What follows belongs to an exercise in optimizing a design on an open flow for small area and few clock cycles; a production flow would make more cautious choices.
The RTL was checked by simulation tests, not by an equivalence proof against the original design.
No activity file was given, so power comes from the tool's default toggle rates.

==> flow/design.v (excerpt) <==
module axi_upsize_top (
    input  logic                               m_axi_aclk,
    input  logic                               s_axi_arst,
    input  logic [axi_upsize_pkg::addr_w-1:0]  s_axi_awaddr,
    input  logic [axi_upsize_pkg::id_w-1:0]    s_axi_awid,
    input  logic [axi_upsize_pkg::len_w-1:0]   s_axi_awlen,
    input  logic [axi_upsize_pkg::size_w-1:0]  s_axi_awsize,
    input  logic                               s_axi_awvalid,
    output logic                               s_axi_awready,
    input  logic [axi_upsize_pkg::s_dw-1:0]    s_axi_wdata,
    input  logic [axi_upsize_pkg::s_kw-1:0]    s_axi_wstrb,
    input  logic                               s_axi_wlast,
    input  logic                               s_axi_wvalid,
    output logic                               s_axi_wready,
    output logic [axi_upsize_pkg::id_w-1:0]    s_axi_bid,
    output logic [axi_upsize_pkg::resp_w-1:0]  s_axi_bresp,
    output logic                               s_axi_bvalid,
    input  logic                               s_axi_bready,
    output logic [axi_upsize_pkg::addr_w-1:0]  m_axi_awaddr,
    output logic [axi_upsize_pkg::id_w-1:0]    m_axi_awid,
    output logic [axi_upsize_pkg::len_w-1:0]   m_axi_awlen,
    output logic [axi_upsize_pkg::size_w-1:0]  m_axi_awsize,
    output logic                               m_axi_awvalid,
    input  logic                               m_axi_awready,
    output logic [axi_upsize_pkg::m_dw-1:0]    m_axi_wdata,
    output logic [axi_upsize_pkg::m_kw-1:0]    m_axi_wstrb,
    output logic                               m_axi_wlast,
    output logic                               m_axi_wvalid,
    input  logic                               m_axi_wready,
    input  logic [axi_upsize_pkg::id_w-1:0]    m_axi_bid,
    input  logic [axi_upsize_pkg::resp_w-1:0]  m_axi_bresp,
    input  logic                               m_axi_bvalid,
    output logic                               m_axi_bready
);
For scale: ~3000 cells after synthesis, ~2400 flip-flops, ~300 I/O pins.
export LEC_CHECK = 0
export ABC_AREA = 1
export CAP_MARGIN = 20
export CORE_MARGIN = 2
export CORE_UTILIZATION = 62
export PLACE_DENSITY = 0.7
export SLEW_MARGIN = 20
create_clock -name core_clock -period 4.0 [get_ports {m_axi_aclk}]
standard.sh (not shown) runs the stock make flow with config.mk's settings and CLKGATE_MAP_FILE= SYNTH_SCRIPT=/design/flow/synth_recipe.tcl, a recipe that flattens the netlist after the stock synthesis.
==> flow/flow/run.sh <==
#!/bin/bash
# Standard layout, with plain buf_1 cells as the port buffers and a clock tree
# built from larger sink clusters without dummy loads.
set -euo pipefail
export BUFFER_PORTS_ARGS="-buffer_cell sky130_fd_sc_hd__buf_1"
export CTS_ARGS="-sink_clustering_enable -repair_clock_nets -sink_clustering_size 20 -sink_clustering_max_diameter 45 -sink_clustering_buffer sky130_fd_sc_hd__clkbuf_8 -dont_use_dummy_load -buf_list sky130_fd_sc_hd__clkbuf_8"
bash standard.sh finish > standard.log 2>&1
Testbench counts at the start, summed over its fixed seeds: cycles 2,931.
Then changed:
==> flow/flow/run.sh (replaced) <==
#!/bin/bash
# Standard layout, with plain buf_1 cells as the port buffers and a clock tree
# built from larger sink clusters without dummy loads.
set -euo pipefail
export BUFFER_PORTS_ARGS="-buffer_cell sky130_fd_sc_hd__buf_1"
export CTS_ARGS="-sink_clustering_enable -repair_clock_nets -sink_clustering_size 22 -sink_clustering_max_diameter 45 -sink_clustering_buffer sky130_fd_sc_hd__clkbuf_8 -dont_use_dummy_load -buf_list sky130_fd_sc_hd__clkbuf_8"
bash standard.sh finish > standard.log 2>&1
Result: Maximum frequency stays flat. Routed wire length is about the same. Die area stays the same. Cell count hardly moves.


## P
Another version of the RTL of axi_upsize_top (not shown whole).
Size in the first run: roughly 3000 cells after synthesis, ~2400 flip-flops, about 74000 um2 of cells after synthesis.
clock: 4.0 ns
lec_check: 0
abc_area: 1
cap_margin: 20
core_margin: 2
core_utilization: 62
place_density: 0.7
slew_margin: 20
==> flow/flow/run.sh <==
#!/bin/bash
# Standard layout, with plain buf_1 cells as the port buffers and a clock tree
# built from larger sink clusters without dummy loads.
set -euo pipefail
export BUFFER_PORTS_ARGS="-buffer_cell sky130_fd_sc_hd__buf_1"
export CTS_ARGS="-sink_clustering_enable -repair_clock_nets -sink_clustering_size 22 -sink_clustering_max_diameter 45 -sink_clustering_buffer sky130_fd_sc_hd__clkbuf_8 -dont_use_dummy_load"
bash standard.sh finish > standard.log 2>&1
Per the final summary, P finished and its layout is clean on timing, DRC and antenna.
Testbench counts of P, summed over its fixed seeds: cycles 2,931.
Setup changes, P to Q
==> flow/run.sh (new file) <==
#!/bin/bash
# synth_recipe.tcl (not shown) runs the flow's synth.tcl, then flattens the netlist and writes it again
# the make line also repeats each setting of config.mk as NAME=value (left out here)
make -C /OpenROAD-flow-scripts/flow DESIGN_CONFIG=/design/flow/config.mk WORK_HOME=/design/flow/orfs CLKGATE_MAP_FILE= SYNTH_SCRIPT=/design/flow/synth_recipe.tcl finish
-- flow/config.mk --
<<< P, line 9
export CAP_MARGIN = 20
export CORE_MARGIN = 2
export CORE_UTILIZATION = 62
export PLACE_DENSITY = 0.7
export SLEW_MARGIN = 20
>>> Q, line 9
export CAP_MARGIN = 20
export CORE_MARGIN = 2
export CORE_UTILIZATION = 55
export CTS_CLUSTER_DIAMETER = 45
export CTS_CLUSTER_SIZE = 36
export SLEW_MARGIN = 20
removed: flow/flow/run.sh
removed: flow/standard.sh
## What came out
Vias: Q above P. In the metrics for P and Q, the one carrying the lower share of the clock period used by the worst path after layout is P. Diff Q..P | number of flip-flops and latches | unchanged. Run comparison: P type of the worst min-delay path input port to asynchronous set/reset pin; Q type of the worst min-delay path flip-flop to flip-flop. Against P, Q reports a worst hold slack that is higher. Wire length of the first global-routing pass delta (Q − P): unfavourable. Going from P to Q, non-clock buffer count in the final layout went up, routed length on met1 now larger. Q completed every stage of the flow, and the final layout passed the timing, DRC and antenna checks. Q vs. P: share of power burned in the clock network saw an increase, total number of nets in the final design moved up, width of the chip +6.1%. Wire: Q routes more than P.


Setup of main:
Starting RTL as in the previous note.
export LEC_CHECK = 0
export ABC_AREA = 1
export CAP_MARGIN = 20
export CORE_MARGIN = 2
export CORE_UTILIZATION = 55
export SLEW_MARGIN = 20
create_clock -name core_clock -period 4.0 [get_ports {m_axi_aclk}]
==> flow/flow/run.sh <==
#!/bin/bash
# Standard layout, with plain buf_1 cells as the port buffers and a clock tree
# built from larger sink clusters without dummy loads.
set -euo pipefail
export BUFFER_PORTS_ARGS="-buffer_cell sky130_fd_sc_hd__buf_1"
export CTS_ARGS="-sink_clustering_enable -repair_clock_nets -sink_clustering_size 40 -sink_clustering_max_diameter 45 -dont_use_dummy_load"
bash standard.sh finish > standard.log 2>&1
Testbench counts of main, summed over its fixed seeds: cycles 2,931.
#### Input delta (the feature branch over main)
==> flow/flow/run.sh <==
#!/bin/bash
# Standard layout, with plain buf_1 cells as the port buffers and a clock tree
# built from larger sink clusters without dummy loads.
set -euo pipefail
export BUFFER_PORTS_ARGS="-buffer_cell sky130_fd_sc_hd__buf_1"
export CTS_ARGS="-sink_clustering_enable -repair_clock_nets -sink_clustering_size 20 -sink_clustering_max_diameter 40 -sink_clustering_buffer sky130_fd_sc_hd__clkbuf_8 -dont_use_dummy_load"
bash standard.sh finish > standard.log 2>&1
Results
- The feature branch ran to completion and came out clean on the timing, DRC and antenna checks.
- Looking at clock buffer count in the final layout, the feature branch sits 39 higher than main does.
- Worst setup path endpoint: i_w_packer.data_q[3][15] -> main, i_w_packer.data_q[3][8] -> the feature branch
- As far as count of placed standard cells including taps goes, the feature branch and main are indistinguishable; the numbers are identical.
- Mean routed wirelength per cell shrinks slightly when moving from main to the feature branch.
- [compare] base=main new=the feature branch: portion of total power attributed to the clock network went down by 3.9 points; register bit count reported by yosys was more or less identical.


== alpha ==
axi_upsize_top again, from the RTL that the note above started with.
==> flow/config.mk <==
export PLATFORM = sky130hd
export DESIGN_NAME = axi_upsize_top
export DESIGN_NICKNAME = axi_upsize_top
export VERILOG_FILES = /design/flow/design.v
export SDC_FILE = /design/flow/constraint.sdc
export NUM_CORES = 4
export LEC_CHECK = 0
export ABC_AREA = 1
export CAP_MARGIN = 20
export CORE_MARGIN = 2
export CORE_UTILIZATION = 68
export PLACE_DENSITY = 0.75
export SLEW_MARGIN = 20
==> flow/constraint.sdc <==
create_clock -name core_clock -period 4.0 [get_ports {m_axi_aclk}]
set_input_delay 0.8000 -clock core_clock [delete_from_list [all_inputs] [get_ports {m_axi_aclk}]]
set_output_delay 0.8000 -clock core_clock [all_outputs]
set_load 0.01 [all_outputs]
==> flow/flow/run.sh <==
#!/bin/bash
# Standard layout, with plain buf_1 cells as the port buffers and a clock tree
# built from larger sink clusters without dummy loads.
set -euo pipefail
export BUFFER_PORTS_ARGS="-buffer_cell sky130_fd_sc_hd__buf_1"
export CTS_ARGS="-sink_clustering_enable -repair_clock_nets -sink_clustering_size 40 -sink_clustering_max_diameter 50 -sink_clustering_buffer sky130_fd_sc_hd__clkbuf_16 -dont_use_dummy_load"
bash standard.sh finish > standard.log 2>&1
alpha has completed all stages; timing, DRC and antenna checks passed.
Testbench counts of alpha, summed over its fixed seeds: cycles 2,931.
diff inputs: alpha => beta
Settings: PLACE_DENSITY now 0.68, was 0.75; CORE_UTILIZATION now 60, was 68.
-- flow/flow/run.sh --
<<< alpha, line 6
export CTS_ARGS="-sink_clustering_enable -repair_clock_nets -sink_clustering_size 40 -sink_clustering_max_diameter 50 -sink_clustering_buffer sky130_fd_sc_hd__clkbuf_16 -dont_use_dummy_load"
>>> beta, line 6
export CTS_ARGS="-sink_clustering_enable -repair_clock_nets -sink_clustering_size 24 -sink_clustering_max_diameter 45 -sink_clustering_buffer sky130_fd_sc_hd__clkbuf_8 -dont_use_dummy_load"
Notes after the runs:
beta: met2 layer usage reported by global route is 9.1 points lower than what alpha reported.
Against alpha as the reference, beta delivers a lower total track usage.
Summary of the comparison: total of plain and repair buffers excluding clock buffers is higher in beta, relative to alpha.
On combinational power, the higher figure sits with alpha, not beta.
### beta -> gamma
Settings: PLACE_DENSITY: 0.68 -> unset; CORE_UTILIZATION: 60 -> 55.
-- flow/flow/run.sh --
<<< beta, line 6
export CTS_ARGS="-sink_clustering_enable -repair_clock_nets -sink_clustering_size 24 -sink_clustering_max_diameter 45 -sink_clustering_buffer sky130_fd_sc_hd__clkbuf_8 -dont_use_dummy_load"
>>> gamma, line 6
export CTS_ARGS="-sink_clustering_enable -repair_clock_nets -sink_clustering_size 40 -sink_clustering_max_diameter 60 -dont_use_dummy_load"
==> summary.txt <==
[compare] base=beta new=gamma: floorplan die height increased by 16 µm relative to the old numbers, clock power has increased, wire length grew by 6.2%. gamma vs. beta: area of the die up about 9%; post-placement cell count up 155; total met3 wirelength after detailed routing down 12%. On minimum clock period after layout, gamma does worse than beta. Every stage of the flow completed for beta, and the final layout passed the timing, DRC and antenna checks. gamma | stages: all done | timing, DRC, antenna: all pass.
Relative to gamma, the following input files were edited for delta:
Settings: CORE_UTILIZATION changed from 55 to 68; PLACE_DENSITY newly set to 0.75.
-- flow/flow/run.sh --
<<< gamma, line 6
export CTS_ARGS="-sink_clustering_enable -repair_clock_nets -sink_clustering_size 40 -sink_clustering_max_diameter 60 -dont_use_dummy_load"
>>> delta, line 6
export CTS_ARGS="-sink_clustering_enable -repair_clock_nets -sink_clustering_size 20 -sink_clustering_max_diameter 40 -sink_clustering_buffer sky130_fd_sc_hd__clkbuf_8 -dont_use_dummy_load"
Results
delta vs gamma — via total after detailed routing rose 213. Row initial detailed-routing violation count: delta lower / gamma higher. Number of vias per cell after detailed routing is higher on delta. Re number of antenna violations at the first check in global routing: delta is 4 up on gamma.
--- input diff delta..epsilon ---
Settings: GPL_TIMING_DRIVEN: unset -> 0; GPL_ROUTABILITY_DRIVEN: unset -> 0; CORE_UTILIZATION: 68 -> 62; PLACE_DENSITY: 0.75 -> 0.7.
-- flow/flow/run.sh --
<<< delta, line 6
export CTS_ARGS="-sink_clustering_enable -repair_clock_nets -sink_clustering_size 20 -sink_clustering_max_diameter 40 -sink_clustering_buffer sky130_fd_sc_hd__clkbuf_8 -dont_use_dummy_load"
>>> epsilon, line 6
export CTS_ARGS="-sink_clustering_enable -repair_clock_nets -sink_clustering_size 22 -sink_clustering_max_diameter 45 -sink_clustering_buffer sky130_fd_sc_hd__clkbuf_8 -dont_use_dummy_load"
==> summary.txt <==
- Going from delta to epsilon, worst setup slack went down by 620 ps; total core area went up by 0.011 mm²; post-route fraction of the period consumed by the critical path went up by 16 points.
- Relative to delta, the x dimension of the die of epsilon is higher by 4.7%.
- Cell-internal power: delta vs epsilon — no meaningful difference

## afterwards: timing with drivers on the ports
The results above use ideal ports. As a check the final layouts listed here were re-extracted and re-timed, cells and wires unchanged.
Step 1 sets driving cells, clkbuf_16 on the clock port and buf_2 on the other inputs (assumed; they add their load-dependent delay and slew).
Step 2 moves the port delays by t, midway between the first and last clock arrival at a register: inputs arrive t later, outputs are due t later. That takes back most of the time a late clock gives input paths.
a / b / c = ideal ports / drivers / drivers and shift; a / b = the first two.
run	shift t [ns]	setup slack, ns	hold slack, ns	clock arrival spread, ns	slew at the worst register clock pin (ns)	pins driven straight from the clock port
the first run of note 1	0.884	0.432 / 0.366 / 0.431	0.032 / -0.008 / 0.346	0.110 / 0.110	0.11 / 0.11	1
the second run of note 1	0.877	0.423 / 0.358 / 0.423	0.057 / 0.019 / 0.339	0.105 / 0.104	0.12 / 0.12	1
P	0.785	0.802 / 0.802 / 0.703	0.114 / 0.068 / 0.356	0.083 / 0.084	0.12 / 0.12	1
Q	0.855	0.488 / 0.413 / 0.416	0.400 / 0.400 / 0.400	0.038 / 0.039	0.09 / 0.09	1
main	0.840	0.619 / 0.619 / 0.305	0.107 / 0.065 / 0.365	0.083 / 0.082	0.09 / 0.09	1
the feature branch	0.832	0.630 / 0.630 / 0.344	0.082 / 0.039 / 0.349	0.094 / 0.094	0.11 / 0.11	1
alpha	0.787	0.725 / 0.725 / 0.638	0.165 / 0.118 / 0.354	0.079 / 0.079	0.10 / 0.10	1
beta	0.771	0.957 / 0.957 / 0.857	0.153 / 0.104 / 0.352	0.095 / 0.096	0.12 / 0.12	1
gamma	0.816	0.637 / 0.637 / 0.334	0.115 / 0.068 / 0.377	0.079 / 0.080	0.11 / 0.11	1
delta	0.789	0.862 / 0.862 / 0.691	0.161 / 0.114 / 0.373	0.064 / 0.064	0.12 / 0.12	1
epsilon	0.783	0.239 / 0.239 / -0.088	0.156 / 0.112 / 0.353	0.114 / 0.114	0.12 / 0.12	1
Met with ideal ports but missed after step 2: setup timing in epsilon. For epsilon, which loses most, drivers alone change the setup slack by 0.000 ns; drivers and shift together by -0.327 ns.
